Background: an optimization exercise with open tools, aiming at small area, a short achievable clock period and few clock cycles per item. Do not read the settings as production practice.
In this exercise RTL edits were held to simulation tests only and were not proved equivalent to the original.
Power is estimated from default activity; no workload was simulated.

**design/flow/run.sh**
```bash
#!/bin/bash
# synth_recipe.tcl (not shown) runs the flow's synth.tcl, then flattens the netlist and writes it again
# the make line also repeats each setting of config.mk as NAME=value (left out here)
make -C /OpenROAD-flow-scripts/flow DESIGN_CONFIG=/design/flow/config.mk WORK_HOME=/design/flow/orfs CLKGATE_MAP_FILE= SYNTH_SCRIPT=/design/flow/synth_recipe.tcl finish
```
**design/flow/config.mk**
```make
export PLATFORM = sky130hd
export DESIGN_NAME = mips_core
export DESIGN_NICKNAME = mips_core
export VERILOG_FILES = /design/flow/design.v
export SDC_FILE = /design/flow/constraint.sdc
export NUM_CORES = 4
export LEC_CHECK = 0
export CAP_MARGIN = 20
export CORE_MARGIN = 2
export CORE_UTILIZATION = 45
export CTS_BUF_LIST = sky130_fd_sc_hd__clkbuf_16
export CTS_CLUSTER_DIAMETER = 100
export CTS_CLUSTER_SIZE = 25
export SETUP_SLACK_MARGIN = 3.6
export SLEW_MARGIN = 20
export SYNTH_HIERARCHICAL = 1
export SYNTH_MINIMUM_KEEP_SIZE = 0
```
**design/flow/constraint.sdc**
```tcl
create_clock -name core_clock -period 6.0 [get_ports {clk}]
set_input_delay 1.2000 -clock core_clock [delete_from_list [all_inputs] [get_ports {clk}]]
set_output_delay 1.2000 -clock core_clock [all_outputs]
set_load 0.01 [all_outputs]
```
**design/flow/design.v**
```verilog
package mips_pkg;
   localparam logic [5:0] op_rtype = 6'h00;
   localparam logic [5:0] op_addiu = 6'h09;
   localparam logic [5:0] op_andi  = 6'h0c;
   localparam logic [5:0] op_ori   = 6'h0d;
   localparam logic [5:0] op_xori  = 6'h0e;
   localparam logic [5:0] op_lw    = 6'h23;
   localparam logic [5:0] op_sw    = 6'h2b;
   localparam logic [5:0] fn_sll  = 6'h00;
   localparam logic [5:0] fn_srl  = 6'h02;
   localparam logic [5:0] fn_sra  = 6'h03;
   localparam logic [5:0] fn_add  = 6'h20;
   localparam logic [5:0] fn_addu = 6'h21;
   localparam logic [5:0] fn_sub  = 6'h22;
   localparam logic [5:0] fn_subu = 6'h23;
   localparam logic [5:0] fn_and  = 6'h24;
   localparam logic [5:0] fn_or   = 6'h25;
   localparam logic [5:0] fn_xor  = 6'h26;
endpackage
`timescale 1ns/10ps
module g_inv (input logic a, output logic y);
   assign y = ~a;
endmodule
module g_and2 (input logic a, input logic b, output logic y);
   assign y = a & b;
endmodule
module g_xor2 (input logic a, input logic b, output logic y);
   assign y = a ^ b;
endmodule
module g_xnor2 (input logic a, input logic b, output logic y);
   assign y = ~(a ^ b);
endmodule
module g_nand2 (input logic a, input logic b, output logic y);
   assign y = ~(a & b);
endmodule
module g_nor2 (input logic a, input logic b, output logic y);
   assign y = ~(a | b);
endmodule
module g_a21oi (input logic a1, input logic a2, input logic b1, output logic y);
   assign y = ~((a1 & a2) | b1);
endmodule
module g_o21ai (input logic a1, input logic a2, input logic b1, output logic y);
   assign y = ~((a1 | a2) & b1);
endmodule
module ks_add (
   input  logic [31:0] a,
   input  logic [31:0] b,
   output logic [31:0] sum,
   output logic [31:0] a_and_b,
   output logic [31:0] a_xor_b
);
   logic [31:0] g [0:5];
   logic [31:0] p [0:5];
   for (genvar i = 0; i < 32; i++) begin : pg
      g_and2 u_g (.a(a[i]), .b(b[i]), .y(g[0][i]));
      g_xor2 u_p (.a(a[i]), .b(b[i]), .y(p[0][i]));
   end
   for (genvar l = 0; l < 5; l++) begin : lvl
      for (genvar i = 0; i < 32; i++) begin : bit_
         if (i < (1 << l)) begin : pass
            g_inv u_g (.a(g[l][i]), .y(g[l+1][i]));
            assign p[l+1][i] = 1'b0;
         end else if (l % 2 == 0) begin : even
            g_a21oi u_g (.a1(p[l][i]), .a2(g[l][i - (1 << l)]), .b1(g[l][i]),
                         .y(g[l+1][i]));
            g_nand2 u_p (.a(p[l][i]), .b(p[l][i - (1 << l)]), .y(p[l+1][i]));
         end else begin : odd
            g_o21ai u_g (.a1(p[l][i]), .a2(g[l][i - (1 << l)]), .b1(g[l][i]),
                         .y(g[l+1][i]));
            g_nor2 u_p (.a(p[l][i]), .b(p[l][i - (1 << l)]), .y(p[l+1][i]));
         end
      end
   end
   assign a_and_b = g[0];
   assign a_xor_b = p[0];
   assign sum[0] = p[0][0];
   for (genvar i = 1; i < 32; i++) begin : s
      g_xnor2 u_s (.a(p[0][i]), .b(g[5][i-1]), .y(sum[i]));
   end
endmodule
`timescale 1ns/10ps
module mips_core #(
   parameter logic [31:0] text_start = 32'h0040_0000
) (
   input  logic        clk,
   input  logic        rst_b,
   output logic [29:0] imem_addr,
   input  logic [31:0] imem_data,
   output logic [29:0] dmem_addr,
   output logic [31:0] dmem_wdata,
   output logic        dmem_we,
   input  logic [31:0] dmem_rdata,
   output logic        halted
);
   logic [29:0] pc;
   logic [31:1] valid;     
   logic [4:0]  rs, rt;
   logic [31:1] rs_dec, rt_dec;
   assign imem_addr = pc;
   assign rs = imem_data[25:21];
   assign rt = imem_data[20:16];
   always_comb begin
      for (int i = 1; i < 32; i++) begin
         rs_dec[i] = (rs == i[4:0]) & valid[i];
         rt_dec[i] = (rt == i[4:0]) & valid[i];
      end
   end
   always_ff @(posedge clk) begin
      if (!rst_b)
         pc <= text_start[31:2];
      else
         pc <= pc + 30'd1;
   end
   logic [31:1] r_rs_sel, r_rt_sel;
   logic [5:0]  r_op;
   logic [4:0]  r_rt;
   logic [15:0] r_low;     
   always_ff @(posedge clk) begin
      r_rs_sel <= rs_dec;
      r_rt_sel <= rt_dec;
      r_op     <= imem_data[31:26];
      r_rt     <= rt;
      r_low    <= imem_data[15:0];
   end
   logic [5:0]  fn;
   logic        is_r;
   logic        f_add, f_sub, f_and, f_or, f_xor, f_sll, f_srl, f_sra;
   logic        i_addiu, i_andi, i_ori, i_xori, i_lw, i_sw;
   logic        legal;
   logic        r_v;       
   logic        stopped;   
   logic        r_run;
   assign fn = r_low[5:0];
   assign is_r    = (r_op == mips_pkg::op_rtype);
   assign f_add   = is_r && (fn == mips_pkg::fn_add || fn == mips_pkg::fn_addu);
   assign f_sub   = is_r && (fn == mips_pkg::fn_sub || fn == mips_pkg::fn_subu);
   assign f_and   = is_r && (fn == mips_pkg::fn_and);
   assign f_or    = is_r && (fn == mips_pkg::fn_or);
   assign f_xor   = is_r && (fn == mips_pkg::fn_xor);
   assign f_sll   = is_r && (fn == mips_pkg::fn_sll);
   assign f_srl   = is_r && (fn == mips_pkg::fn_srl);
   assign f_sra   = is_r && (fn == mips_pkg::fn_sra);
   assign i_addiu = (r_op == mips_pkg::op_addiu);
   assign i_andi  = (r_op == mips_pkg::op_andi);
   assign i_ori   = (r_op == mips_pkg::op_ori);
   assign i_xori  = (r_op == mips_pkg::op_xori);
   assign i_lw    = (r_op == mips_pkg::op_lw);
   assign i_sw    = (r_op == mips_pkg::op_sw);
   assign legal = f_add | f_sub | f_and | f_or | f_xor | f_sll | f_srl | f_sra |
                  i_addiu | i_andi | i_ori | i_xori | i_lw | i_sw;
   logic [31:0] rs_data, rt_data;
   logic [31:1] m_wen, m_hold;
   logic [31:0] m_wdata;
   logic [31:0] regs [1:31];
   always_ff @(posedge clk) begin
      for (int i = 1; i < 32; i++)
         regs[i] <= ({32{m_wen[i]}} & m_wdata) | ({32{m_hold[i]}} & regs[i]);
   end
   always_comb begin
      rs_data = '0;
      rt_data = '0;
      for (int i = 1; i < 32; i++) begin
         rs_data = rs_data | ({32{r_rs_sel[i]}} & regs[i]);
         rt_data = rt_data | ({32{r_rt_sel[i]}} & regs[i]);
      end
   end
   logic [31:0] e_a, e_b, e_sd;
   logic        e_inv;
   logic [4:0]  e_shamt;
   logic [6:0]  e_alu;
   logic [4:0]  e_dest;
   logic        e_we, e_ld, e_st, e_stop;
   logic [31:0] imm_ext;
   assign r_run = r_v & ~stopped;
   assign imm_ext = {{16{r_low[15] & (i_addiu | i_lw | i_sw)}}, r_low};
   always_ff @(posedge clk or negedge rst_b) begin
      if (!rst_b) begin
         r_v     <= 1'b0;
         stopped <= 1'b0;
         e_we    <= 1'b0;
         e_st    <= 1'b0;
         e_stop  <= 1'b0;
      end else begin
         r_v <= 1'b1;
         if (r_v && !legal)
            stopped <= 1'b1;
         e_we   <= r_run & legal & ~i_sw;
         e_st   <= r_run & i_sw;
         e_stop <= r_run & ~legal;
      end
   end
   always_ff @(posedge clk) begin
      e_a     <= rs_data ^ {32{f_sub}};
      e_b     <= is_r ? rt_data : imm_ext;
      e_sd    <= rt_data;
      e_inv   <= f_sub;
      e_shamt <= r_low[10:6];
      e_alu   <= {f_sra, f_srl, f_sll, f_xor | i_xori, f_or | i_ori, f_and | i_andi,
                  f_add | f_sub | i_addiu | i_lw | i_sw};
      e_dest  <= is_r ? r_low[15:11] : r_rt;
      e_ld    <= i_lw;
   end
   logic [31:0] e_sum, e_other;
   logic [31:0] e_and, e_xor;
   ks_add u_add (
      .a       (e_a),
      .b       (e_b),
      .sum     (e_sum),
      .a_and_b (e_and),
      .a_xor_b (e_xor)
   );
   assign e_other = ({32{e_alu[1]}} & e_and) |
                    ({32{e_alu[2]}} & (e_and | e_xor)) |
                    ({32{e_alu[3]}} & e_xor) |
                    ({32{e_alu[4]}} & (e_sd << e_shamt)) |
                    ({32{e_alu[5]}} & (e_sd >> e_shamt)) |
                    ({32{e_alu[6]}} & 32'($signed(e_sd) >>> e_shamt));
   logic [31:1] e_wdec;
   always_comb begin
      for (int i = 1; i < 32; i++)
         e_wdec[i] = e_we & (e_dest == i[4:0]);
   end
   always_ff @(posedge clk or negedge rst_b) begin
      if (!rst_b)
         valid <= '0;
      else
         valid <= valid | e_wdec;
   end
   logic [31:0] m_res, m_sd;
   logic        m_inv;
   logic        m_ld, m_st;
   always_ff @(posedge clk or negedge rst_b) begin
      if (!rst_b) begin
         m_st   <= 1'b0;
         halted <= 1'b0;
      end else begin
         m_st <= e_st;
         if (e_stop)
            halted <= 1'b1;
      end
   end
   always_ff @(posedge clk) begin
      m_res     <= e_alu[0] ? e_sum : e_other;
      m_inv     <= e_inv;
      m_sd      <= e_sd;
      m_wen     <= e_wdec;
      m_hold    <= ~e_wdec;
      m_ld      <= e_ld;
   end
   assign dmem_addr  = m_res[31:2];
   assign dmem_wdata = m_sd;
   assign dmem_we    = m_st;
   assign m_wdata = m_ld ? dmem_rdata : m_res ^ {32{m_inv}};
endmodule
```
==> impl_results.md, run 1 <==
- Core box area: 129000 um2
- Leakage power: 24.5 nW
- Antenna Nets Post-Route: 0
- Critical-path cell list: buf_4, a22oi_1, nand3_1, nor3_2, xnor2_1
- HPWL Detailed: 175 mm
- Critical Path RT: 6590 ps
- Maxcap violations: 0
- Crit path max fanout: 21
- Largest net degree at the start of global routing: 69
- Gpl congestion: 1.02
- Mux cell area share after synthesis: 3.97%
- CTS Hold Bufs: 0
- Die span in y: 364 um
- Power share of the clock group: 35.7%
- Port buffer count: 159
- FFs w/ async S/R, synth: 2.73%
- Sw power: 0.00366 W
- Max-slew headroom: 14.4%
- Arrival @ worst endpoint: 3200 ps
- Slowest stage cell on the critical path: dfxtp_2
- Total grt overflow: 0
- Vias in the first global route: 54000
- Status: finished clean
- Htree depth: 3
- CP startpoint: r_rs_sel[3]
- Final Setup Violations: 0
- Synth Instances: 5622
- Clk_skew: 36.3 ps
- Hold Crit Start: e_inv
- Avg Cell Area, Syn: 10.4 um2
- Pint: 0.0116 W
- CP Class: reg -> reg
- Sequential fraction of design power: 60.9%
- Mapped Area: 58400 um2
- 1st-pass router iterations: 14
- Seq cells post-synth: 1392
- Avg WL per Cell: 45.6 um
- Crit end category: register
- Vias per inst: 8.18
- Worst Tran Pin Value: 1280 ps
- Post-Synth XOR/XNOR Area: 2.28%
- Final layout net count: 5572
- Clock latency (worst-skew pair): 730 ps
- Unrepaired setup endpoints after global routing: true
- Hold slack final: 329 ps
- Critical Path Start Type: register
- Largest family of logic cells by synthesized area: compound AO/OA/AOI/OAI gates
- FILL cells: 11800
- Adder-cell share of the synthesized area: 0.0214%
- Layout area overhead: 11.5%
- Die Span X: 364 um
- Clk slew on worst S/H paths: 100 ps
- Power per cell area: 234 nW/um2
- Max Slew Vio Count: 0
- Sw frac: 24.0%
- CTS tree: built
- Routed wire length: 333 mm
- Synth Area in Compound Gates: 32.8%
- Top FF cell, synth: dfxtp_1
- Synth Warn #: 12
- CTS Buf Count: 67
- Max incr delay on CP: 1180 ps
- Root Buffer: clkbuf_16
- Max VDD drop: 242 uV
- Final hold violations: 0
- All-layer global routing usage: 48.3%
- Die area: 133000 um2
- Max Buffers Root-to-Sink: 3
- Final critical path time including I/O delays and setup: 2610 ps
- Antenna violations before repair: 17
- Fin Setup TNS: 0 ps
- Register area share after synthesis: 48.0%
- Synth Area in Simple Gates: 8.26%
- Vias: 59800
- Worst hold-check path type: reg -> reg
- Final worst path period share: 43.5%
- Fmax: 383 MHz
- Share of post-route cells with drive strength above 1: 16.8%
- Iteration-0 DRC count of the detailed router: 14500
- Starting Density: 45.2%
- Post-synth EDFFs: 0
- # clock sinks: 1392
- Reg2reg start: r_rs_sel[3]
- # rows: 132
- I/O pin count: 160
- Logic pwr share: 3.4%
- First-pass GRT wire length: 447 mm
- DRC: 0
- Synth cell types: 67
==> worst paths after layout <==
| path | endpoint | slack, ps | cells after the start |
|---|---|---|---|
| worst min register to register | m_inv | 330 | 0 |
| worst min-delay path | m_inv | 330 | 0 |
| worst max-delay path | e_a[14] | 3390 | 5 |
| min in group asynchronous | valid[13] | 650 | 2 |
| worst max register to register | e_a[14] | 3390 | 5 |
| max in group asynchronous | e_stop | 4830 | 2 |
==> cell type report <==
type	count	area [um2]	area share (%)
timing repair buffer	409	3720	5.71
multi-input combinational	3558	28400	43.6
tap	1742	2180	3.35
inverter	76	289	0.444
sequential	1392	28500	43.8
antenna	28	70.1	0.108
clock buffer	70	1750	2.69
timing repair inverter	1	5.00	0.00769
clock inverter	25	183	0.281
==> Yosys stat by module, one instance, submodules excluded <==
module     copies in the design  flops+latches  cells  cell area, um2
mips_core                     1           1392   5277           56300
g_and2                       32              0      1            6.26
g_nand2                      52              0      1            3.75
g_nor2                       42              0      1            3.75
g_o21ai                      52              0      1            5.00
ks_add                        1              0      1            7.51
g_inv                        31              0      1            3.75
g_a21oi                      72              0      1            8.76
g_xnor2                      31              0      1            8.76
g_xor2                       32              0      1            8.76
==> state kept, by name, indices dropped and copies added, names as in the netlist, 32 cells and up <==
name and flops:
regs 992, e_a 32, e_b 32, e_sd 32
m_res 32, m_sd 32
==> cell families after synthesis <==
kind of cell | after synthesis
AO/OA/AOI/OAI | 2332
XOR/XNOR | 152
adder cells (fa/ha/maj) | 1
buffers and inverters | 674
flip-flops | 1392
multiplexers | 129
other | 1
AND/OR/NAND/NOR | 941
==> stage by stage <==
| stage | cells | power (W) | setup WS [ps] | util [%] | instance area, um2 |
|---|---|---|---|---|---|
| after floorplan | 5622 | 0.00978 | 3840 | - | 58400 |
| after global placement | 7086 | 0.00996 | 2880 | 47.5 | 61300 |
| after detailed placement | 7086 | 0.00995 | 2830 | 47.5 | 61300 |
| after CTS | 7247 | 0.0151 | 3520 | 49.8 | 64300 |
| after global routing | 7275 | 0.0155 | 3490 | 50.4 | 65100 |
| final | 7301 | 0.0153 | 3390 | 50.4 | 65100 |
==> power by group through the flow <==
stage	Sequential, W	Clock, W	Combinational (W)
floorplan	0.00951	0	0.000269
global placement	0.00953	0	0.000423
detailed placement	0.00953	0	0.000421
CTS	0.00929	0.00535	0.000476
global route	0.00930	0.00569	0.000538
finish	0.00929	0.00544	0.000519
==> Yosys cell counts (all sizes together) (38+ instances only) <==
master | n | area (um2)
dfxtp | 1354 | 27100
a22o | 1175 | 10300
a22oi | 544 | 4080
clkbuf | 513 | 1930
nand2 | 238 | 893
a221oi | 204 | 1790
nand3 | 150 | 751
o21ai | 137 | 686
nand4 | 124 | 776
nor2 | 118 | 443
xnor2 | 112 | 981
a21oi | 97 | 756
buf | 85 | 529
mux4 | 79 | 1790
inv | 76 | 285
and3 | 70 | 438
a222oi | 66 | 661
and2 | 61 | 382
nor3 | 53 | 265
xor2 | 40 | 350
dfrtp | 38 | 951
==> per-layer routing <==
layer,global-route usage (%),share of wire (%)
met3,28.3,19
met4,32.9,9.3
met5,1.82,0.048
met2,63.3,38
met1,58.3,35
==> repair_timing <==
| action | 4_1_cts | 5_1_grt |
|---|---|---|
| endpoints found under the setup margin | 217 | 134 |
| cloned | 3 | 4 |
| pin swaps | 3 | 17 |
| gates resized for setup | 639 | 119 |
| buffers inserted | 63 | 22 |
==> layout by cell type (no fill, tap or decap), types with 17 or more instances in the layout <==
master	synthesis	final
and3_1	70	70
mux2i_1	32	31
o21ai_1	53	57
buf_6	4	79
or4_4	0	22
a22o_1	1175	1175
clkbuf_16	0	74
mux4_2	75	76
o21ai_2	0	34
a22oi_1	544	544
a21oi_2	72	73
nand4_1	124	124
a21oi_1	25	24
and2_1	56	55
mux2_2	18	17
dfxtp_4	0	81
diode_2	0	28
dfrtp_1	38	38
dfxtp_2	0	129
a221oi_1	204	203
nor3_1	53	34
xor2_1	40	17
xnor2_1	112	112
nor2_1	118	112
inv_1	76	89
buf_4	38	207
a222oi_1	66	66
nand2_1	238	238
a21o_1	18	18
nand2b_1	35	35
dfxtp_1	1354	1144
clkdlybuf4s50_1	0	64
nand3_1	150	150
buf_2	17	34
o21ai_0	84	45
==> worst max-delay path, delay by kind of cell, from the launching register on <==
family | cells | cell delay [ps]
simple gates | 2 | 220
buf+inv | 1 | 530
compound gates | 1 | 140
flops | 1 | 1180
xor+xnor | 1 | 370
Testbench counts, summed over its fixed seeds: cycles 36,531, instructions 35,891.
==> inputs of run 2 (changes only) <==
--- a/design/flow/design.v
+++ b/design/flow/design.v
@@ -40,4 +40,7 @@
    assign y = ~((a1 & a2) | b1);
 endmodule
+module g_a21o (input logic a1, input logic a2, input logic b1, output logic y);
+   assign y = (a1 & a2) | b1;
+endmodule
 module g_o21ai (input logic a1, input logic a2, input logic b1, output logic y);
    assign y = ~((a1 | a2) & b1);
@@ -77,4 +80,39 @@
    for (genvar i = 1; i < 32; i++) begin : s
       g_xnor2 u_s (.a(p[0][i]), .b(g[5][i-1]), .y(sum[i]));
+   end
+endmodule
+`timescale 1ns/10ps
+module g_a222oi (input logic a1, input logic a2, input logic b1, input logic b2,
+                 input logic c1, input logic c2, output logic y);
+   assign y = ~((a1 & a2) | (b1 & b2) | (c1 & c2));
+endmodule
+module g_nand3 (input logic a, input logic b, input logic c, output logic y);
+   assign y = ~(a & b & c);
+endmodule
+module g_nand4 (input logic a, input logic b, input logic c, input logic d,
+                output logic y);
+   assign y = ~(a & b & c & d);
+endmodule
+module g_nor3 (input logic a, input logic b, input logic c, output logic y);
+   assign y = ~(a | b | c);
+endmodule
+module rf_read (
+   input  logic [31:1] sel,
+   input  logic [991:0] regs,     
+   output logic [31:0] data_n
+);
+   for (genvar b = 0; b < 32; b++) begin : bit_
+      logic [10:0] l1;    
+      logic [2:0]  l2;    
+      for (genvar k = 0; k < 10; k++) begin : grp
+         g_a222oi u (.a1(sel[3*k+1]), .a2(regs[32*(3*k)+b]),
+                     .b1(sel[3*k+2]), .b2(regs[32*(3*k+1)+b]),
+                     .c1(sel[3*k+3]), .c2(regs[32*(3*k+2)+b]), .y(l1[k]));
+      end
+      g_nand2 u31 (.a(sel[31]), .b(regs[32*30+b]), .y(l1[10]));
+      g_nand4 u20 (.a(l1[0]), .b(l1[1]), .c(l1[2]), .d(l1[3]), .y(l2[0]));
+      g_nand4 u21 (.a(l1[4]), .b(l1[5]), .c(l1[6]), .d(l1[7]), .y(l2[1]));
+      g_nand3 u22 (.a(l1[8]), .b(l1[9]), .c(l1[10]), .y(l2[2]));
+      g_nor3 u3 (.a(l2[0]), .b(l2[1]), .c(l2[2]), .y(data_n[b]));
    end
 endmodule
@@ -149,5 +187,5 @@
    assign legal = f_add | f_sub | f_and | f_or | f_xor | f_sll | f_srl | f_sra |
                   i_addiu | i_andi | i_ori | i_xori | i_lw | i_sw;
-   logic [31:0] rs_data, rt_data;
+   logic [31:0] rs_data_n, rt_data_n;
    logic [31:1] m_wen, m_hold;
    logic [31:0] m_wdata;
@@ -157,12 +195,11 @@
          regs[i] <= ({32{m_wen[i]}} & m_wdata) | ({32{m_hold[i]}} & regs[i]);
    end
+   logic [991:0] regs_flat;
    always_comb begin
-      rs_data = '0;
-      rt_data = '0;
-      for (int i = 1; i < 32; i++) begin
-         rs_data = rs_data | ({32{r_rs_sel[i]}} & regs[i]);
-         rt_data = rt_data | ({32{r_rt_sel[i]}} & regs[i]);
-      end
-   end
+      for (int i = 1; i < 32; i++)
+         regs_flat[32*(i-1) +: 32] = regs[i];
+   end
+   rf_read u_rs (.sel(r_rs_sel), .regs(regs_flat), .data_n(rs_data_n));
+   rf_read u_rt (.sel(r_rt_sel), .regs(regs_flat), .data_n(rt_data_n));
    logic [31:0] e_a, e_b, e_sd;
    logic        e_inv;
@@ -191,7 +228,7 @@
    end
    always_ff @(posedge clk) begin
-      e_a     <= rs_data ^ {32{f_sub}};
-      e_b     <= is_r ? rt_data : imm_ext;
-      e_sd    <= rt_data;
+      e_a     <= rs_data_n ^ {32{~f_sub}};
+      e_b     <= is_r ? ~rt_data_n : imm_ext;
+      e_sd    <= ~rt_data_n;
       e_inv   <= f_sub;
       e_shamt <= r_low[10:6];
@@ -216,4 +253,8 @@
                     ({32{e_alu[5]}} & (e_sd >> e_shamt)) |
                     ({32{e_alu[6]}} & 32'($signed(e_sd) >>> e_shamt));
+   logic [31:0] e_res;
+   for (genvar i = 0; i < 32; i++) begin : res
+      g_a21o u (.a1(e_sum[i]), .a2(e_alu[0]), .b1(e_other[i]), .y(e_res[i]));
+   end
    logic [31:1] e_wdec;
    always_comb begin
@@ -241,5 +282,5 @@
    end
    always_ff @(posedge clk) begin
-      m_res     <= e_alu[0] ? e_sum : e_other;
+      m_res     <= e_res;
       m_inv     <= e_inv;
       m_sd      <= e_sd;
==> design/flow/flow/run.sh (new file) <==
#!/bin/bash
# layout flow: the standard ORFS flow (standard.sh) with two changes:
#  - ports are buffered with buf_2 instead of the default delay buffer
#  - timing repair may swap a cell for any equivalent one, not only one of
#    the same footprint
# synthesis is the standard one, run unchanged. each step's full output is
# in orfs/logs/; the make output goes to synth.log and layout.log here.
set -euo pipefail
bash standard.sh synth > synth.log 2>&1
bash standard.sh MATCH_CELL_FOOTPRINT=0 \
   "BUFFER_PORTS_ARGS=-buffer_cell sky130_fd_sc_hd__buf_2" finish > layout.log 2>&1
==> design/flow/standard.sh (new file) <==
#!/bin/bash
# synth_recipe.tcl (not shown) runs the flow's synth.tcl, then flattens the netlist and writes it again
# the make line also repeats each setting of config.mk as NAME=value (left out here)
make -C /OpenROAD-flow-scripts/flow DESIGN_CONFIG=/design/flow/config.mk WORK_HOME=/design/flow/orfs CLKGATE_MAP_FILE= SYNTH_SCRIPT=/design/flow/synth_recipe.tcl "${@:-finish}"
removed: design/flow/run.sh
==> run 2 against run 1 <==
  * Clock-buffer cell count is the same
  * Clock skew increased by 11 ps
  * Sequential power barely moved
  * Design area down 1.4%
  * Utilization increased by 0.051 points
  * Non-clock buffer count stayed put
  * Register-to-register slack better by 95 ps
  * Sequential share of layout area is 0.39 points higher
  * Synthesized cell count fell by 6.5%
  * Global-route usage shrank 8.3 points
==> impl_results.md, run 2 <==
- Synth top cells by count: 1354 x dfxtp_1, 994 x a22o_1, 645 x a222oi_1, 343 x clkbuf_1, 282 x nand2_1
- Final critical path time including I/O delays and setup: 2510 ps (-95.3 ps)
- CP Class: reg -> reg
- # clock sinks: 1392 (unchanged)
- Max-slew headroom: 15.9% (+1.4 points)
- Die area: 131000 um2 (-1.6%)
- Seq cells post-synth: 1392 (unchanged)
- Critical Path Start Type: register
- Power per cell area: 236 nW/um2 (+0.88%)
- Mapped Area: 57500 um2 (-1.6%)
- Commonest non-fill, non-tap cells in the layout: 1221 x dfxtp_1, 994 x a22o_1, 645 x a222oi_1, 279 x nand2_1, 200 x buf_4
- Port buffer count: 159 (unchanged)
- Crit path max fanout: 32 (+52%)
- Leakage power: 24.4 nW (-0.52%)
- Cell Area, Placed: 59800 um2 (-2.4%)
- Avg Cell Area, Syn: 10.9 um2 (+5.2%)
- Synth cell types: 86 (+28%)
- Fin Setup TNS: 0 ps (unchanged)
- Layout area overhead: 11.7%
- Reg2reg start: r_rt_sel[9]
- Starting Density: 45.2% (-0.059 points)
- R2r worst-path depth: 6 (+1)
- Core box area: 127000 um2 (-1.5%)
- Final layout net count: 5370 (-3.6%)
- Status: finished clean
- Count leader, synth: dfxtp_1
- Htree depth: 3 (unchanged)
- Synth Instances: 5254 (-6.5%)
- Clock latency (worst-skew pair): 720 ps (about the same)
- Antenna violations before repair: 7 (-10)
- FFs w/ async S/R, synth: 2.73% (unchanged)
- Die Span X: 361 um (-0.82%)
- Post-synth EDFFs: 0 (unchanged)
- I/O pin count: 160 (unchanged)
- Gpl congestion: 1.08 (+5.5%)
- Max VDD drop: 179 uV (-26%)
- 1st-pass router iterations: 13 (-1)
- Ant diodes: 0 (-100%)
- Final Setup Violations: 0 (unchanged)
- Share of the synthesized area in the top cell type: 47.2% (+0.78 points)
- Critical Path Stages: 6 (+1)
- Largest net degree at the start of global routing: 54 (-22%)
- HPWL Detailed: 164 mm (-6.5%)
- Clk_skew: 47.1 ps (+10.8 ps)
- Arrival @ worst endpoint: 3080 ps (-120 ps)
- Share of post-route cells with drive strength above 1: 18.0% (+1.2 points)
- Largest delay share family, worst path: simple AND/OR/NAND/NOR gates
- Final worst path period share: 41.9% (-1.6 points)
- CTS Hold Bufs: 0 (unchanged)
- Die span in y: 361 um (-0.82%)
- Largest Register: regs
- CTS Buf Count: 68 (+1.5%)
- # rows: 131 (-0.76%)
- CTS tree: built
- Hold-critical path depth: 0 (unchanged)
- Antenna Nets Post-Route: 0 (unchanged)
- Unrepaired setup endpoints after global routing: true
- First-pass GRT wire length: 379 mm (-15%)
- WP buf/inv: 2 (+1)
- Slowest stage cell on the critical path: nand4_1
- Yosys top cell by area: dfxtp_1
- Max Buffers Root-to-Sink: 3 (unchanged)
- Synth Warn #: 12 (unchanged)
- Iteration-0 DRC count of the detailed router: 13000 (-11%)
- Critical-path cell list: buf_8, a222oi_1, nand4_1, nor3_4, buf_4, o21ai_0
- Crit end category: register
- Fmax: 398 MHz (+3.8%)
- Vias per inst: 7.62 (-6.8%)
- Worst hold-check path type: reg -> reg
- Final hold violations: 0 (unchanged)
- Maxcap violations: 0 (unchanged)
- Top FF cell, synth: dfxtp_1
- Avg WL per Cell: 39.4 um (-14%)
- Most common cell after layout, fill and taps aside: dfxtp_1
- Pwr Total: 0.0152 W (-0.55%)
- Hold Crit Start: e_ld
- Max FFs per register: 992 (unchanged)
- Max Slew Vio Count: 0 (unchanged)
- DRC: 0 (unchanged)
- Critical Path RT: 6560 ps (-30 ps)
- Vias: 53300 (-11%)
- All-layer global routing usage: 40.0% (-8.3 points)
- Max incr delay on CP: 640 ps (-540 ps)
- CP startpoint: r_rt_sel[9]
- Register area share after synthesis: 48.8% (+0.80 points)
- Clk slew on worst S/H paths: 100 ps (about the same)
- Worst Tran Pin Value: 1260 ps (-21.5 ps)
- Root Buffer: clkbuf_16
- Total grt overflow: 0 (unchanged)
- Vias in the first global route: 49500 (-8.4%)
- Routed wire length: 275 mm (-17%)
- Design Area, Final: 64200 um2 (-1.4%)
- Top cells by area, synth: dfxtp_1 47%, a22o_1 15%, a222oi_1 11%
==> run 2: changes by cell type in the layout (fill, tap and decap cells not counted), moves of 46 or more <==
cell	delta
a221oi_1	-191
a222oi_1	+579
a22o_1	-181
a22oi_1	-527
buf_2	+60
clkdlybuf4s50_1	-64
dfxtp_1	+77
dfxtp_2	-53
nand3_1	-46
==> run 2: layout make-up <==
cell class | count | area (um2)
Inverter | 108 | 413
Clock buffer | 70 | 1750
Multi-Input combinational cell | 3324 | 27800
Fill cell | 11500 | 63000
Timing Repair Buffer | 409 | 3600
Clock inverter | 27 | 231
Tap cell | 1662 | 2080
Sequential cell | 1392 | 28400
==> run 2: path summary, 6_finish.rpt <==
path	slack [ps]	end
max in group asynchronous	4580	valid[7]
min in group asynchronous	490	stopped
hold / removal	330	m_ld
setup / recovery	3490	e_b[5]
setup reg to reg	3490	e_b[5]
hold reg to reg	330	m_ld
==> run 2: per-module statistics from Yosys, one instance, submodules excluded, excerpt <==
module	flops+latches	area, um2	cells	times used
g_nor2	0	3.75	1	42
g_nand4	0	6.26	1	128
g_nor3	0	10.0	1	64
g_a21o	0	7.51	1	32
g_xor2	0	8.76	1	32
g_a222oi	0	10.0	1	640
g_xnor2	0	8.76	1	31
g_a21oi	0	8.76	1	72
mips_core	1392	46700	3917	1
g_and2	0	6.26	1	32
g_nand3	0	5.00	1	64
ks_add	0	7.51	1	1
g_inv	0	3.75	1	31
g_o21ai	0	5.00	1	52
g_nand2	0	3.75	1	116
==> run 2: worst register-to-register path, delay by kind of cell, from the launching register on <==
family                 cells  cell delay [ps]
flip-flops                 1              330
AND/OR/NAND/NOR            2              960
buffers and inverters      2              440
AO/OA/AOI/OAI              2              660
==> run 2: kinds of logic (layout without fill, tap and decap cells) <==
kind of cell               after synthesis  count (layout)  share of synthesized area (%)
muxes                                  145             145                           4.27
xor gates and xnor gates               147             147                           2.24
and+or+nand+nor                        976             976                           9.15
other                                    1               1                        0.00653
DFF                                   1392            1392                           48.8
adders and majority gates                1               1                         0.0218
buffers and inverters                  539             614                           4.17
AOI/OAI and AO/OA                     2053            2054                           31.3
==> run 2: layer usage <==
| layer | global-route usage [%] | up-vias | routed length (um) |
|---|---|---|---|
| met3 | 9.96 | 932 | 36800 |
| met5 | 0.370 | - | 157 |
| met4 | 28.6 | 6 | 24200 |
| li1 | - | 21600 | - |
| met1 | 52.2 | 26200 | 102000 |
| met2 | 57.4 | 4609 | 113000 |
==> run 2: report_power, final <==
part	switching [W]	total [W]	leakage, nW	internal (W)
Sequential	0.0000511	0.00930	11.5	0.00925
Combinational	0.000299	0.000454	11.9	0.000155
Clock	0.00321	0.00542	1.01	0.00221
Total	0.00356	0.0152	24.4	0.0116
==> run 2: per-stage QoR <==
stage / hold WS [ps] / std cells / utilization, % / worst slack [ps]
after detailed placement: 315 / 6796 / 47.0 / 2890
final: 331 / 6992 / 50.5 / 3490
after CTS: 333 / 6958 / 49.8 / 3520
after global routing: 345 / 6992 / 50.5 / 3510
after global placement: 315 / 6794 / 47.0 / 2920
after floorplan: 310 / 5254 / - / 3950
==> run 2: repair_timing <==
| item | in CTS | in global routing |
|---|---|---|
| gates resized for setup | 236 | 116 |
| pin swaps | 24 | 28 |
| buffers inserted | 62 | 27 |
| setup endpoints to repair | 249 | 193 |
| gates cloned | 3 | 6 |
Testbench counts of run 2, summed over its fixed seeds: cycles 36,531, instructions 35,891.
==> inputs of run 3 (changes only) <==
--- a/design/flow/design.v
+++ b/design/flow/design.v
@@ -49,4 +49,5 @@
    input  logic [31:0] a,
    input  logic [31:0] b,
+   input  logic        cin,
    output logic [31:0] sum,
    output logic [31:0] a_and_b,
@@ -55,8 +56,11 @@
    logic [31:0] g [0:5];
    logic [31:0] p [0:5];
+   logic [31:0] ab;
    for (genvar i = 0; i < 32; i++) begin : pg
-      g_and2 u_g (.a(a[i]), .b(b[i]), .y(g[0][i]));
+      g_and2 u_g (.a(a[i]), .b(b[i]), .y(ab[i]));
       g_xor2 u_p (.a(a[i]), .b(b[i]), .y(p[0][i]));
    end
+   assign g[0][31:1] = ab[31:1];
+   g_a21o u_c (.a1(p[0][0]), .a2(cin), .b1(ab[0]), .y(g[0][0]));
    for (genvar l = 0; l < 5; l++) begin : lvl
       for (genvar i = 0; i < 32; i++) begin : bit_
@@ -75,7 +79,7 @@
       end
    end
-   assign a_and_b = g[0];
+   assign a_and_b = ab;
    assign a_xor_b = p[0];
-   assign sum[0] = p[0][0];
+   g_xor2 u_s0 (.a(p[0][0]), .b(cin), .y(sum[0]));
    for (genvar i = 1; i < 32; i++) begin : s
       g_xnor2 u_s (.a(p[0][i]), .b(g[5][i-1]), .y(sum[i]));
@@ -189,4 +193,6 @@
    logic [31:0] rs_data_n, rt_data_n;
    logic [31:1] m_wen, m_hold;
+   logic [4:0]  m_dest;
+   logic        m_we;
    logic [31:0] m_wdata;
    logic [31:0] regs [1:31];
@@ -228,6 +234,6 @@
    end
    always_ff @(posedge clk) begin
-      e_a     <= rs_data_n ^ {32{~f_sub}};
-      e_b     <= is_r ? ~rt_data_n : imm_ext;
+      e_a     <= ~rs_data_n;
+      e_b     <= is_r ? rt_data_n ^ {32{~f_sub}} : imm_ext;
       e_sd    <= ~rt_data_n;
       e_inv   <= f_sub;
@@ -243,4 +249,5 @@
       .a       (e_a),
       .b       (e_b),
+      .cin     (e_inv),
       .sum     (e_sum),
       .a_and_b (e_and),
@@ -269,12 +276,13 @@
    end
    logic [31:0] m_res, m_sd;
-   logic        m_inv;
    logic        m_ld, m_st;
    always_ff @(posedge clk or negedge rst_b) begin
       if (!rst_b) begin
          m_st   <= 1'b0;
+         m_we   <= 1'b0;
          halted <= 1'b0;
       end else begin
          m_st <= e_st;
+         m_we <= e_we;
          if (e_stop)
             halted <= 1'b1;
@@ -283,8 +291,7 @@
    always_ff @(posedge clk) begin
       m_res     <= e_res;
-      m_inv     <= e_inv;
       m_sd      <= e_sd;
       m_wen     <= e_wdec;
-      m_hold    <= ~e_wdec;
+      m_dest    <= e_dest;
       m_ld      <= e_ld;
    end
@@ -292,4 +299,8 @@
    assign dmem_wdata = m_sd;
    assign dmem_we    = m_st;
-   assign m_wdata = m_ld ? dmem_rdata : m_res ^ {32{m_inv}};
+   assign m_wdata = m_ld ? dmem_rdata : m_res;
+   always_comb begin
+      for (int i = 1; i < 32; i++)
+         m_hold[i] = ~(m_we & (m_dest == i[4:0]));
+   end
 endmodule
==> run 3 against run 2 <==
  * Via count is 0.59% higher
  * Total power shrank 2.2%
  * Largest cell class is now multi-input gates
  * Sequential share of layout area down 0.57 points
  * Register-to-register slack improved by 40 ps
  * Still clean
  * Synthesized cell count down 0.51%
  * Utilization increased by 0.25 points
  * Die area decreased by 0.64%
  * Clock skew is 1.3 ps higher
  * Critical endpoint is now e_sd[2]
==> impl_results.md, run 3 <==
- Yosys top cell by area: dfxtp_1
- Critical-path cell list: buf_6, a222oi_1, nand4_1, nor3_4, buf_4, buf_4, inv_1
- Multi-input gate area: 27900 um2 (+0.55%)
- Reg2reg start: r_rt_sel[2]
- Leakage power: 24.2 nW (-0.63%)
- Pwr Total: 0.0148 W (-2.2%)
- Reg-to-Reg End: e_sd[2]
- Top FF cell, synth: dfxtp_1
- Slowest stage cell on the critical path: nand4_1
- Fin Setup TNS: 0 ps (unchanged)
- Critical path capture point: e_sd[2]
- Critical Path RT: 6600 ps (+40 ps)
- Antenna Nets Post-Route: 0 (unchanged)
- Final hold violations: 0 (unchanged)
- Iteration-0 DRC count of the detailed router: 13100 (+1.1%)
- Synth Instances: 5227 (-0.51%)
- Worst Tran Pin Value: 1290 ps (+30.3 ps)
- Share of the synthesized area in the top cell type: 46.5% (-0.64 points)
- Commonest non-fill, non-tap cells in the layout: 1213 x dfxtp_1, 996 x a22o_1, 644 x a222oi_1, 248 x nand2_1, 171 x buf_4
- Htree depth: 3 (unchanged)
- Clk slew on worst S/H paths: 100 ps (about the same)
- Clock latency (worst-skew pair): 710 ps (about the same)
- Final worst path period share: 41.3% (-0.62 points)
- Vias in the first global route: 49600 (+0.18%)
- CP Class: reg -> reg
- Most common cell after layout, fill and taps aside: dfxtp_1
- Unrepaired setup endpoints after global routing: true
- Avg Cell Area, Syn: 10.9 um2 (-0.14%)
- 1st-pass router iterations: 14 (+1)
- Synth top cells by count: 1327 x dfxtp_1, 996 x a22o_1, 644 x a222oi_1, 345 x clkbuf_1, 249 x nand2_1
- Max Slew Vio Count: 0 (unchanged)
- Port buffer count: 159 (unchanged)
- Seq cells post-synth: 1366 (-1.9%)
- DRC: 0 (unchanged)
- Largest Register: regs
- Largest net degree at the start of global routing: 71 (+31%)
- Max Buffers Root-to-Sink: 3 (unchanged)
- Final layout net count: 5299 (-1.3%)
- # clock sinks: 1366 (-1.9%)
- Routed wire length: 269 mm (-2.2%)
- FF-to-FF setup slack: 3520 ps (+40 ps)
- All-layer global routing usage: 38.5% (-1.5 points)
- Count leader, synth: dfxtp_1
- FFs w/ async S/R, synth: 2.86% (+0.13 points)
- HPWL Detailed: 154 mm (-5.9%)
- Reg area: 27800 um2 (-1.9%)
- Hold slack final: 344 ps (+13.5 ps)
- Die span in y: 360 um (-0.32%)
- Met1 usage: 49.5% (-2.8 points)
- Power per cell area: 233 nW/um2 (-1.5%)
- CTS Hold Bufs: 0 (unchanged)
- CTS tree: built
- Maxcap violations: 0 (unchanged)
- Layout area overhead: 11.7% (about the same)
- Arrival @ worst endpoint: 3080 ps (about the same)
- Crit path max fanout: 32 (unchanged)
- I/O pin count: 160 (unchanged)
- Crit end category: register
- # rows: 130 (-0.76%)
- Max incr delay on CP: 590 ps (-50 ps)
- Vias: 53600 (+0.59%)
- Worst hold-check path type: reg -> reg
- Gpl congestion: 0.984 (-8.6%)
- Final critical path time including I/O delays and setup: 2480 ps (-37.4 ps)
- Synth cell types: 76 (-12%)
- Core box area: 126000 um2 (-1.1%)
- Most frequent CP cell: buf_4
- FILL cells: 11300 (-2.1%)
- R2r worst-path depth: 7 (+1)
- Die Span X: 360 um (-0.32%)
- CP startpoint: r_rt_sel[2]
- Max-slew headroom: 13.9% (-2.0 points)
- Final Setup Violations: 0 (unchanged)
- Top cells by area, synth: dfxtp_1 47%, a22o_1 15%, a222oi_1 11%
- Die area: 130000 um2 (-0.64%)
- Max VDD drop: 208 uV (+16%)
- Max FFs per register: 992 (unchanged)
- Synth Warn #: 13 (+1)
- Met2 usage: 54.9% (-2.5 points)
- Clk_skew: 48.4 ps (+1.30 ps)
- Fmax: 404 MHz (+1.5%)
- Met3 track demand over resource: 13.5% (+3.5 points)
- Share of post-route cells with drive strength above 1: 18.6% (+0.60 points)
- Antenna violations before repair: 6 (-1)
- Starting Density: 45.4% (+0.23 points)
- Register area share after synthesis: 48.2% (-0.58 points)
- Post-synth EDFFs: 0 (unchanged)
- Status: finished clean
- Avg WL per Cell: 39.0 um (-1.0%)
- Gr busiest metal: met2
- Root Buffer: clkbuf_16
- CTS Buf Count: 67 (-1.5%)
- Mapped Area: 57100 um2 (-0.65%)
- First-pass GRT wire length: 367 mm (-3.2%)
- Total grt overflow: 0 (unchanged)
- Critical Path Start Type: register
- Vias per inst: 7.76 (+1.8%)
## run 3: critical path: cells and delay by family, from the launching register on
| family | cells | cell delay, ps |
|---|---|---|
| simple gates | 2 | 1060 |
| buf+inv | 4 | 500 |
| compound gates | 1 | 400 |
| flops | 1 | 330 |
## run 3: final cells by class
cell class | count | share of cell area (%)
Antenna cell | 4 | 0.0157
Clock inverter | 22 | 0.257
Tap cell | 1650 | 3.24
Timing Repair Buffer | 397 | 5.75
Inverter | 104 | 0.624
Clock buffer | 70 | 2.75
Multi-Input combinational cell | 3295 | 43.8
Timing Repair inverter | 1 | 0.00785
Sequential cell | 1366 | 43.6
## run 3: cells by family (layout without fill, tap and decap cells)
logic type / Yosys count / in the layout / synth area share, %
fa+ha+maj: 1 / 1 / 0.0219
simple gates: 968 / 969 / 9.22
buf+inv: 567 / 594 / 4.34
compound gates: 2028 / 2028 / 31.3
mux: 176 / 176 / 5.01
other cells: 1 / 5 / 0.00657
xor+xnor: 120 / 120 / 1.84
flops: 1366 / 1366 / 48.2
## run 3: layer usage
layer  routed length [um]  vias up
met1                97800    26000
met5                   68        -
met3                41800     1174
met2               109000     5043
met4                20300        8
li1                     -    21400
## run 3: what timing repair did
action / CTS / global route
gates cloned: 5 / 15
pin swaps: 45 / 42
gates resized for setup: 237 / 164
endpoints found under the setup margin: 144 / 175
buffers inserted: 47 / 39
## run 3: report_power, final
group          leakage [nW]  internal (W)  switching, W
clock network         0.985       0.00218       0.00310
logic                  11.9      0.000147      0.000296
registers              11.3       0.00908     0.0000409
## run 3: metrics by stage
stage	setup slack, ps	instance area [um2]	cells	util (%)
global placement	2650	58900	6706	46.9
finish	3520	63800	6909	50.7
floorplan	3790	57100	5227	-
detailed placement	2640	58900	6706	46.9
global route	3520	63800	6905	50.7
CTS	3510	62300	6850	49.5
## run 3: worst min path at each step
stage | startpoint | end | cells past startpoint
6_report | e_ld | m_ld | 0
5_1_grt | e_ld | m_ld | 0
4_1_cts | e_ld | m_ld | 0
3_5_place_dp | e_ld | m_ld | 0
3_3_place_gp | e_ld | m_ld | 0
2_1_floorplan | e_ld | m_ld | 0
## run 3: Yosys stat by module, one instance, submodules excluded, a selection
module	area (um2)	cells inside
g_and2	6.26	1
g_nand4	6.26	1
g_a21oi	8.76	1
mips_core	46100	3858
g_nor2	3.75	1
g_nand2	3.75	1
g_nor3	10.0	1
g_xnor2	8.76	1
g_o21ai	5.00	1
g_nand3	5.00	1
ks_add	233	31
g_xor2	8.76	1
g_inv	3.75	1
g_a21o	7.51	1
g_a222oi	10.0	1
Testbench counts of run 3, summed over its fixed seeds: cycles 36,531, instructions 35,891.
==> inputs of run 4 (changes only) <==
--- a/design/flow/design.v
+++ b/design/flow/design.v
@@ -193,5 +193,5 @@
    logic [31:0] rs_data_n, rt_data_n;
    logic [31:1] m_wen, m_hold;
-   logic [4:0]  m_dest;
+   logic [4:0]  m_dest, m_dest_n;
    logic        m_we;
    logic [31:0] m_wdata;
@@ -238,5 +238,5 @@
       e_sd    <= ~rt_data_n;
       e_inv   <= f_sub;
-      e_shamt <= r_low[10:6];
+      e_shamt <= f_sll ? ~r_low[10:6] : r_low[10:6];
       e_alu   <= {f_sra, f_srl, f_sll, f_xor | i_xori, f_or | i_ori, f_and | i_andi,
                   f_add | f_sub | i_addiu | i_lw | i_sw};
@@ -254,10 +254,13 @@
       .a_xor_b (e_xor)
    );
+   logic [62:0] e_funnel, e_shifted;
+   logic        e_fill;
+   assign e_fill    = e_alu[6] & e_sd[31];
+   assign e_funnel  = e_alu[4] ? {e_sd, 31'b0} : {{31{e_fill}}, e_sd};
+   assign e_shifted = e_funnel >> e_shamt;
    assign e_other = ({32{e_alu[1]}} & e_and) |
                     ({32{e_alu[2]}} & (e_and | e_xor)) |
                     ({32{e_alu[3]}} & e_xor) |
-                    ({32{e_alu[4]}} & (e_sd << e_shamt)) |
-                    ({32{e_alu[5]}} & (e_sd >> e_shamt)) |
-                    ({32{e_alu[6]}} & 32'($signed(e_sd) >>> e_shamt));
+                    ({32{e_alu[4] | e_alu[5] | e_alu[6]}} & e_shifted[31:0]);
    logic [31:0] e_res;
    for (genvar i = 0; i < 32; i++) begin : res
@@ -292,6 +295,6 @@
       m_res     <= e_res;
       m_sd      <= e_sd;
-      m_wen     <= e_wdec;
       m_dest    <= e_dest;
+      m_dest_n  <= ~e_dest;
       m_ld      <= e_ld;
    end
@@ -301,6 +304,8 @@
    assign m_wdata = m_ld ? dmem_rdata : m_res;
    always_comb begin
-      for (int i = 1; i < 32; i++)
-         m_hold[i] = ~(m_we & (m_dest == i[4:0]));
+      for (int i = 1; i < 32; i++) begin
+         m_wen[i]  = m_we & (m_dest == i[4:0]);
+         m_hold[i] = ~(m_we & (m_dest_n == ~i[4:0]));
+      end
    end
 endmodule
--- a/design/flow/config.mk
+++ b/design/flow/config.mk
@@ -12,5 +12,5 @@
 export CTS_CLUSTER_DIAMETER = 100
 export CTS_CLUSTER_SIZE = 25
-export SETUP_SLACK_MARGIN = 3.6
+export SETUP_SLACK_MARGIN = 3.45
 export SLEW_MARGIN = 20
 export SYNTH_HIERARCHICAL = 1
==> run 4 against run 3 <==
  * Sequential power is 1% lower
  * Still clean
  * Highest routed layer unchanged
  * Utilization is 0.73 points lower
  * Sequential share of layout area is 0.94 points higher
  * Synthesized area is 2.8% lower
  * Hold slack worse by 11 ps
  * Clock power is 8.0% lower
  * Total power is 3.7% lower
==> impl_results.md, run 4 <==
- Seq cells post-synth: 1340 (-1.9%)
- Final worst path period share: 43.9% (+2.6 points)
- R2r worst-path depth: 6 (-1)
- Avg Cell Area, Syn: 9.09 um2 (-17%)
- Reg-to-Reg End: e_b[10]
- Arrival @ worst endpoint: 3250 ps (+170 ps)
- Fmax: 380 MHz (-5.9%)
- Maxcap violations: 0 (unchanged)
- Synth Instances: 6102 (+17%)
- Finished Layout Cells: 7747 (+12%)
- Die Span X: 355 um (-1.4%)
- Max Buffers Root-to-Sink: 3 (unchanged)
- Max VDD drop: 264 uV (+27%)
- Routed wire length: 257 mm (-4.5%)
- 1st-pass router iterations: 14 (unchanged)
- Fin Setup TNS: 0 ps (unchanged)
- Total grt overflow: 0 (unchanged)
- Antenna Nets Post-Route: 0 (unchanged)
- Final hold violations: 0 (unchanged)
- Final critical path time including I/O delays and setup: 2630 ps (+156 ps)
- Avg WL per Cell: 33.2 um (-15%)
- Power share of the clock group: 34.0% (-1.6 points)
- Max-slew headroom: 14.9% (+1.1 points)
- I/O pin count: 160 (unchanged)
- Logic pwr share: 2.9% (about the same)
- Commonest non-fill, non-tap cells in the layout: 1274 x nand2_1, 1224 x dfxtp_1, 1045 x o21ai_0, 656 x a222oi_1, 160 x buf_4
- Hold-critical path depth: 0 (unchanged)
- All-layer global routing usage: 38.7% (+0.24 points)
- # rows: 128 (-1.5%)
- Yosys top cell by area: dfxtp_1
- DRC: 0 (unchanged)
- Reg2reg start: r_rt_sel[4]
- Status: finished clean
- Placed cells: 7613 (+14%)
- FILL cells: 11700 (+3.6%)
- Top FF cell, synth: dfxtp_1
- HPWL Detailed: 156 mm (+1.1%)
- Pint: 0.0109 W (-4.0%)
- Port buffer count: 159 (unchanged)
- CP Class: reg -> reg
- Hold Crit Start: e_ld
- Post-synth EDFFs: 0 (unchanged)
- Top cells by area, synth: dfxtp_1 47%, a222oi_1 12%, o21ai_0 9.4%
- Layout area overhead: 9.99%
- Unrepaired setup endpoints after global routing: true
- Clock latency (worst-skew pair): 770 ps (+60 ps)
- Critical Path RT: 6620 ps (+20 ps)
- Most common cell after layout, fill and taps aside: nand2_1
- WHS Endpoint: m_ld
- CTS Hold Bufs: 0 (unchanged)
- Largest Register: regs
- Die area: 126000 um2 (-2.8%)
- Synth cell types: 74 (-2.6%)
- Iteration-0 DRC count of the detailed router: 11600 (-11%)
- Antenna violations before repair: 2 (-4)
- Sequential fraction of design power: 63.1% (+1.7 points)
- Synth Warn #: 13 (unchanged)
- Htree depth: 2 (-1)
- Largest net degree at the start of global routing: 71 (unchanged)
- Clk slew on worst S/H paths: 100 ps (about the same)
- FFs w/ async S/R, synth: 2.91% (+0.055 points)
- Share of post-route cells with drive strength above 1: 13.0% (-5.6 points)
- # clock sinks: 1340 (-1.9%)
- Crit end category: register
- Max Slew Vio Count: 0 (unchanged)
- Vias: 54000 (+0.65%)
- Root Buffer: clkbuf_16
- Critical Path Start Type: register
- Final layout net count: 6173 (+16%)
- Die span in y: 355 um (-1.4%)
- Gpl congestion: 1.00 (+1.9%)
- Sw frac: 23.5% (+0.31 points)
- FF-to-FF setup slack: 3370 ps (-160 ps)
- Share of the synthesized area in the top cell type: 47.0% (+0.42 points)
- Mapped Area: 55500 um2 (-2.8%)
- Clk_skew: 46.0 ps (-2.33 ps)
- Core box area: 122000 um2 (-2.9%)
- CTS tree: built
- Final Setup Violations: 0 (unchanged)
- Multi-input gate area: 26900 um2 (-3.7%)
- Worst Tran Pin Value: 1280 ps (-16.2 ps)
- Synth top cells by count: 1301 x dfxtp_1, 1278 x nand2_1, 1046 x o21ai_0, 656 x a222oi_1, 329 x clkbuf_1
- Count leader, synth: dfxtp_1
- Reg area: 27200 um2 (-2.3%)
- Sw power: 0.00336 W (-2.3%)
- Crit path max fanout: 16 (-50%)
- First-pass GRT wire length: 359 mm (-2.1%)
- Worst hold-check path type: reg -> reg
- Starting Density: 45.5% (+0.047 points)
- Leakage power: 29.2 nW (+21%)
- Register area share after synthesis: 48.7% (+0.47 points)
- Max FFs per register: 992 (unchanged)
- CTS Buf Count: 61 (-9.0%)
- Power per cell area: 234 nW/um2 (+0.71%)
- Vias in the first global route: 50200 (+1.2%)
- Vias per inst: 6.97 (-10%)
run 4: cell type report:
cell class,count,share of cell area (%)
timing repair buffer,359,4.62
inverter,111,0.695
clock inverter,15,0.226
multi-input combinational,4231,44.0
sequential,1340,44.6
antenna,3,0.0123
timing repair inverter,2,0.0164
clock buffer,61,2.50
tap,1625,3.33
run 4: repair_timing:
action                                  4_1_cts  5_1_grt
endpoints found under the setup margin      216       82
pin swaps                                    17        8
gates resized for setup                     116       65
cloned                                        5        5
buffers inserted                             23       20
run 4: how the worst max path moves through the flow:
stage                              end  slack [ps]   startpoint
final                          e_b[10]        3370  r_rt_sel[4]
after global placement       m_res[15]        2570   e_shamt[0]
after detailed placement     m_res[15]        2540   e_shamt[0]
after global routing           e_b[10]        3410  r_rt_sel[4]
after CTS                 dmem_addr[9]        3450    m_res[11]
after floorplan               m_res[4]        3830   e_shamt[0]
run 4: critical path, stage by stage, from the launching register on:
cell	delay, ps
dfxtp_4	360
buf_12	150
a222oi_1	470
nand4_1	760
nor3_4	500
xnor2_1	150
o21ai_0	80
run 4: power groups by stage:
| stage | sequential [W] | combinational (W) | clock, W |
|---|---|---|---|
| CTS | 0.00903 | 0.000384 | 0.00490 |
| global route | 0.00903 | 0.000430 | 0.00520 |
| detailed placement | 0.00924 | 0.000356 | 0 |
| finish | 0.00902 | 0.000410 | 0.00486 |
| global placement | 0.00924 | 0.000350 | 0 |
| floorplan | 0.00920 | 0.000215 | 0 |
run 4: kinds of logic (layout without fill, tap and decap cells):
logic type	Yosys count	in the layout	synth area share (%)
muxes	136	138	3.60
and+or+nand+nor	1927	1928	15.7
AOI/OAI and AO/OA	2036	2036	25.7
DFF	1340	1340	48.7
adders and majority gates	1	1	0.0226
xor gates and xnor gates	127	127	2.01
other	1	4	0.00676
buffers and inverters	534	548	4.20
run 4: per-layer routing:
layer,routed length (um),share of wire (%),vias to the layer above,global-route usage (%)
li1,-,-,22900,-
met1,95300,37,25900,49.9
met2,107000,42,4210,57.1
met3,35800,14,910,11.0
met4,19000,7.4,4,24.5
met5,127,0.049,-,0.0377
run 4: metrics by stage:
step / hold WS [ps] / util (%) / total power (W) / area, um2 / setup WS (ps)
2_1_floorplan: 310 / - / 0.00942 / 55500 / 3830
3_3_place_gp: 310 / 47.5 / 0.00959 / 57900 / 2570
3_5_place_dp: 314 / 47.6 / 0.00960 / 58100 / 2540
4_1_cts: 332 / 49.5 / 0.0143 / 60400 / 3450
5_1_grt: 337 / 50.0 / 0.0147 / 61000 / 3410
6_report: 333 / 50.0 / 0.0143 / 61000 / 3370
run 4: modules after synthesis (local to each module, per instance), excerpt:
module | times used | cells inside | flip-flops and latches
g_and2 | 32 | 1 | 0
ks_add | 1 | 31 | 0
g_o21ai | 52 | 1 | 0
g_nand4 | 128 | 1 | 0
g_nor2 | 42 | 1 | 0
g_nand2 | 116 | 1 | 0
g_a21o | 33 | 1 | 0
g_xnor2 | 31 | 1 | 0
g_nand3 | 64 | 1 | 0
g_a222oi | 640 | 1 | 0
g_xor2 | 33 | 1 | 0
g_inv | 31 | 1 | 0
mips_core | 1 | 4733 | 1340
g_nor3 | 64 | 1 | 0
Testbench counts of run 4, summed over its fixed seeds: cycles 36,531, instructions 35,891.
==> inputs of run 5 (changes only) <==
--- a/design/flow/design.v
+++ b/design/flow/design.v
@@ -234,6 +234,6 @@
    end
    always_ff @(posedge clk) begin
-      e_a     <= ~rs_data_n;
-      e_b     <= is_r ? rt_data_n ^ {32{~f_sub}} : imm_ext;
+      e_a     <= rs_data_n ^ {32{~f_sub}};
+      e_b     <= is_r ? ~rt_data_n : imm_ext;
       e_sd    <= ~rt_data_n;
       e_inv   <= f_sub;
@@ -249,5 +249,5 @@
       .a       (e_a),
       .b       (e_b),
-      .cin     (e_inv),
+      .cin     (1'b0),
       .sum     (e_sum),
       .a_and_b (e_and),
@@ -279,4 +279,5 @@
    end
    logic [31:0] m_res, m_sd;
+   logic        m_inv;
    logic        m_ld, m_st;
    always_ff @(posedge clk or negedge rst_b) begin
@@ -294,4 +295,5 @@
    always_ff @(posedge clk) begin
       m_res     <= e_res;
+      m_inv     <= e_inv;
       m_sd      <= e_sd;
       m_dest    <= e_dest;
@@ -302,5 +304,5 @@
    assign dmem_wdata = m_sd;
    assign dmem_we    = m_st;
-   assign m_wdata = m_ld ? dmem_rdata : m_res;
+   assign m_wdata = m_ld ? dmem_rdata : m_res ^ {32{m_inv}};
    always_comb begin
       for (int i = 1; i < 32; i++) begin
==> run 5 against run 4 <==
  * Flip-flop and latch count is 1 higher
  * Critical path depth down 2
  * Synthesized cell count grew 0.26%
  * Critical endpoint is now regs[16][15]
  * Largest power group unchanged
==> impl_results.md, run 5 <==
- Status: finished clean
- Avg WL per Cell: 33.5 um (+1.0%)
- Clk_skew: 38.8 ps (-7.25 ps)
- Largest family of logic cells by synthesized area: compound AO/OA/AOI/OAI gates
- Largest Register: regs
- Max Slew Vio Count: 0 (unchanged)
- Critical Path RT: 6620 ps (about the same)
- DRC: 0 (unchanged)
- Power per cell area: 240 nW/um2 (+2.4%)
- Clk slew on worst S/H paths: 100 ps (about the same)
- Clock latency (worst-skew pair): 770 ps (about the same)
- WL met1: 92.5 mm (-2.9%)
- CTS Buf Count: 61 (unchanged)
- Worst hold-check path type: reg -> reg
- All-layer global routing usage: 39.1% (+0.37 points)
- Final critical path time including I/O delays and setup: 2760 ps (+127 ps)
- Crit path max fanout: 39 (+23)
- Top cells by area, synth: dfxtp_1 47%, a222oi_1 12%, o21ai_0 9.6%
- Hold slack final: 334 ps (+0.548 ps)
- CP startpoint: m_ld
- Crit end category: register
- Post-synth EDFFs: 0 (unchanged)
- WHS Endpoint: m_ld
- Antenna Nets Post-Route: 0 (unchanged)
- Share of the synthesized area in the top cell type: 47.2% (+0.23 points)
- Design Area, Final: 60000 um2 (-1.7%)
- Worst Tran Pin Value: 1320 ps (+43.9 ps)
- Routed wire length: 260 mm (+0.94%)
- Max VDD drop: 268 uV (+1.2%)
- Share of post-route cells with drive strength above 1: 12.6% (-0.46 points)
- 1st-pass router iterations: 13 (-1)
- Maxcap violations: 0 (unchanged)
- FF-to-FF setup slack: 3240 ps (-130 ps)
- Die Span X: 354 um (-0.21%)
- First-pass GRT wire length: 358 mm (-0.28%)
- Post-Synth XOR/XNOR Area: 2.55% (+0.55 points)
- Htree depth: 2 (unchanged)
- R2r worst-path depth: 4 (-2)
- Reg2reg start: m_ld
- Vias per inst: 6.93 (-0.57%)
- Most common cell after layout, fill and taps aside: nand2_1
- Synth Area in Simple Gates: 15.8% (+0.071 points)
- Root Buffer: clkbuf_16
- CP Class: reg -> reg
- Arrival @ worst endpoint: 3380 ps (+130 ps)
- Fin Setup TNS: 0 ps (unchanged)
- Leakage power: 28.5 nW (-2.4%)
- Final hold violations: 0 (unchanged)
- Unrepaired setup endpoints after global routing: true
- Critical Path Start Type: register
- Fmax: 362 MHz (-4.6%)
- # clock sinks: 1341 (+0.075%)
- Max-slew headroom: 12.0% (-2.9 points)
- Post-route setup slack: 3240 ps (-127 ps)
- Port buffer count: 159 (unchanged)
- Count leader, synth: dfxtp_1
- Mapped Area: 55200 um2 (-0.42%)
- Met2 Wirelength: 109 mm (+1.5%)
- DR top layer: met5
- Seq cells post-synth: 1341 (+0.075%)
- Final layout net count: 6162 (-0.18%)
- Die span in y: 354 um (-0.21%)
- Met3 wire length: 34.7 mm (-3.1%)
- Vias: 53600 (-0.66%)
- Core box area: 122000 um2 (-0.13%)
- Final Setup Violations: 0 (unchanged)
- Hold Crit Start: e_ld
- Antenna violations before repair: 6 (+4)
- Synth Instances: 6118 (+0.26%)
- Largest delay share family, worst path: compound AO/OA/AOI/OAI gates
- Starting Density: 45.3% (-0.13 points)
- Total grt overflow: 0 (unchanged)
- Layout area overhead: 8.55%
- Final worst path period share: 46.0% (+2.1 points)
- Vias in the first global route: 49300 (-1.7%)
- Commonest non-fill, non-tap cells in the layout: 1257 x nand2_1, 1240 x dfxtp_1, 1055 x o21ai_0, 657 x a222oi_1, 164 x buf_4
- Max incr delay on CP: 810 ps (+50 ps)
- Synth Area in Compound Gates: 26.0% (+0.28 points)
- CTS tree: built
- Avg Cell Area, Syn: 9.03 um2 (-0.68%)
- Cell Area, Placed: 57500 um2 (-0.99%)
- Post-place setup slack: 2810 ps (+278 ps)
- Yosys top cell by area: dfxtp_1
- Die area: 126000 um2 (-0.42%)
- Synth top cells by count: 1302 x dfxtp_1, 1265 x nand2_1, 1055 x o21ai_0, 657 x a222oi_1, 327 x clkbuf_1
- # rows: 128 (unchanged)
- WP buf/inv: 1 (unchanged)
- Slowest stage cell on the critical path: a21oi_4
- Max Buffers Root-to-Sink: 3 (unchanged)
- Max FFs per register: 992 (unchanged)
- Reg-to-Reg End: regs[16][15]
- Iteration-0 DRC count of the detailed router: 11400 (-1.9%)
- FFs w/ async S/R, synth: 2.91% (about the same)
- Gpl congestion: 1.04 (+3.5%)
- I/O pin count: 160 (unchanged)
- Critical-path cell list: buf_6, nor2_1, a21oi_4, o21ai_0
- Register area share after synthesis: 49.0% (+0.24 points)
- Hold-critical path depth: 0 (unchanged)
- Largest net degree at the start of global routing: 64 (-9.9%)
- Top FF cell, synth: dfxtp_1
- Mux cell area share after synthesis: 2.60% (-1.0 points)
- HPWL Detailed: 157 mm (+0.53%)
- Synth cell types: 70 (-5.4%)
- Adder-cell share of the synthesized area: 0.0227% (+0.000095 points)
- Synth Warn #: 13 (unchanged)
-- run 5: changes by cell type after synthesis, sizes merged, moves of 7 or more --
cell	change
xor2	+42
nor2	+38
a21oi	+35
inv	-33
mux2i	-29
mux4	-19
mux2	+14
nand2	-13
o21ai	+10
and2	-9
nor2b	+8
xnor2	-8
nand4	-7
-- run 5: cell families after synthesis --
logic type	after synthesis
AOI/OAI and AO/OA	2067
and+or+nand+nor	1939
DFF	1341
buffers and inverters	505
xor gates and xnor gates	161
muxes	102
other	2
adders and majority gates	1
-- run 5: timing repair --
action | 4_1_cts | 5_1_grt
hold buffers | 0 | 0
resized for setup | 105 | 48
buffers inserted | 6 | 6
pin swaps | 2 | 6
setup endpoints to repair | 228 | 133
cloned | 2 | 4
-- run 5: worst register-to-register path: stages, from the launching register on --
cell and delay, ps:
dfxtp_4 610, buf_6 510, nor2_1 450, a21oi_4 810, o21ai_0 250
-- run 5: metal layers --
| metal | vias up | GRT usage (%) |
|---|---|---|
| met5 | - | 0.226 |
| met4 | 6 | 29.4 |
| met3 | 1085 | 10.6 |
| met2 | 4307 | 58.3 |
| met1 | 25400 | 48.2 |
| li1 | 22800 | - |
-- run 5: final cells by class --
cell class	count	area (um2)
tap	1625	2030
fill	11700	61900
inverter	81	312
multi-input combinational	4276	26400
timing repair inverter	1	7.51
clock inverter	17	164
sequential	1341	27200
clock buffer	62	1550
timing repair buffer	333	2250
antenna	4	10.0
-- run 5: through the flow --
| stage | total power (W) | cells | utilization, % |
|---|---|---|---|
| CTS | 0.0144 | 7726 | 48.9 |
| global placement | 0.00960 | 7639 | 47.2 |
| finish | 0.0144 | 7740 | 49.2 |
| global route | 0.0148 | 7736 | 49.2 |
| floorplan | 0.00943 | 6119 | - |
| detailed placement | 0.00960 | 7639 | 47.2 |
-- run 5: worst max-delay path by stage --
stage,cells after the start,endpoint,slack (ps)
CTS,4,regs[13][6],3290
detailed placement,8,m_res[30],2810
floorplan,9,m_res[5],4000
global route,4,regs[21][15],3300
finish,4,regs[16][15],3240
global placement,8,m_res[30],2820
-- run 5: report_power, final --
part	leakage, nW	internal (W)	switching (W)
logic	16.5	0.000123	0.000279
registers	11.1	0.00895	0.0000759
clock network	0.871	0.00193	0.00303
-- run 5: Yosys stat by module, one instance, submodules excluded, a selection --
| module | cells | area (um2) | flops+latches | times used |
|---|---|---|---|---|
| g_nor2 | 1 | 3.75 | 0 | 42 |
| g_xnor2 | 1 | 8.76 | 0 | 31 |
| g_nand2 | 1 | 3.75 | 0 | 116 |
| g_nor3 | 1 | 10.0 | 0 | 64 |
| g_and2 | 1 | 6.26 | 0 | 32 |
| ks_add | 31 | 233 | 0 | 1 |
| g_a222oi | 1 | 10.0 | 0 | 640 |
| g_a21oi | 1 | 8.76 | 0 | 72 |
| g_nand4 | 1 | 6.26 | 0 | 128 |
Testbench counts of run 5, summed over its fixed seeds: cycles 36,531, instructions 35,891.

## port drivers added, routing unchanged
In the flow no input, the clock included, has a driving cell. The finished layouts below were timed again as built, in two steps.
Step 1, drivers: a clkbuf_16 drives clk and a buf_2 each remaining input, both assumed.
Step 2 times the ports against the registers' clock, not the clock port: input delays grow and output delays shrink by t, the midpoint of the rising clock arrivals with the driver on.
Slacks: ideal / step 1 / step 2; pairs: ideal / step 1.
| run | shift t [ns] | slack for setup (ns) | hold slack, ns | clock arrival spread, ns | worst register clock-pin slew, ns |
|---|---|---|---|---|---|
| run 1 | 0.799 | 3.390 / 3.390 / 3.195 | 0.329 / 0.329 / 0.329 | 0.043 / 0.042 | 0.11 / 0.11 |
| run 2 | 0.776 | 3.485 / 3.445 / 3.328 | 0.331 / 0.331 / 0.331 | 0.048 / 0.048 | 0.11 / 0.11 |
| run 3 | 0.764 | 3.522 / 3.482 / 3.366 | 0.344 / 0.344 / 0.344 | 0.050 / 0.050 | 0.11 / 0.11 |
| run 4 | 0.828 | 3.366 / 3.366 / 3.185 | 0.333 / 0.333 / 0.333 | 0.057 / 0.056 | 0.11 / 0.11 |
| run 5 | 0.833 | 3.239 / 3.239 / 3.239 | 0.334 / 0.334 / 0.334 | 0.041 / 0.041 | 0.11 / 0.11 |
After both steps setup and hold are still met in every run listed. For run 1, which loses most, drivers alone change the setup slack by 0.000 ns; drivers and shift together by -0.195 ns.
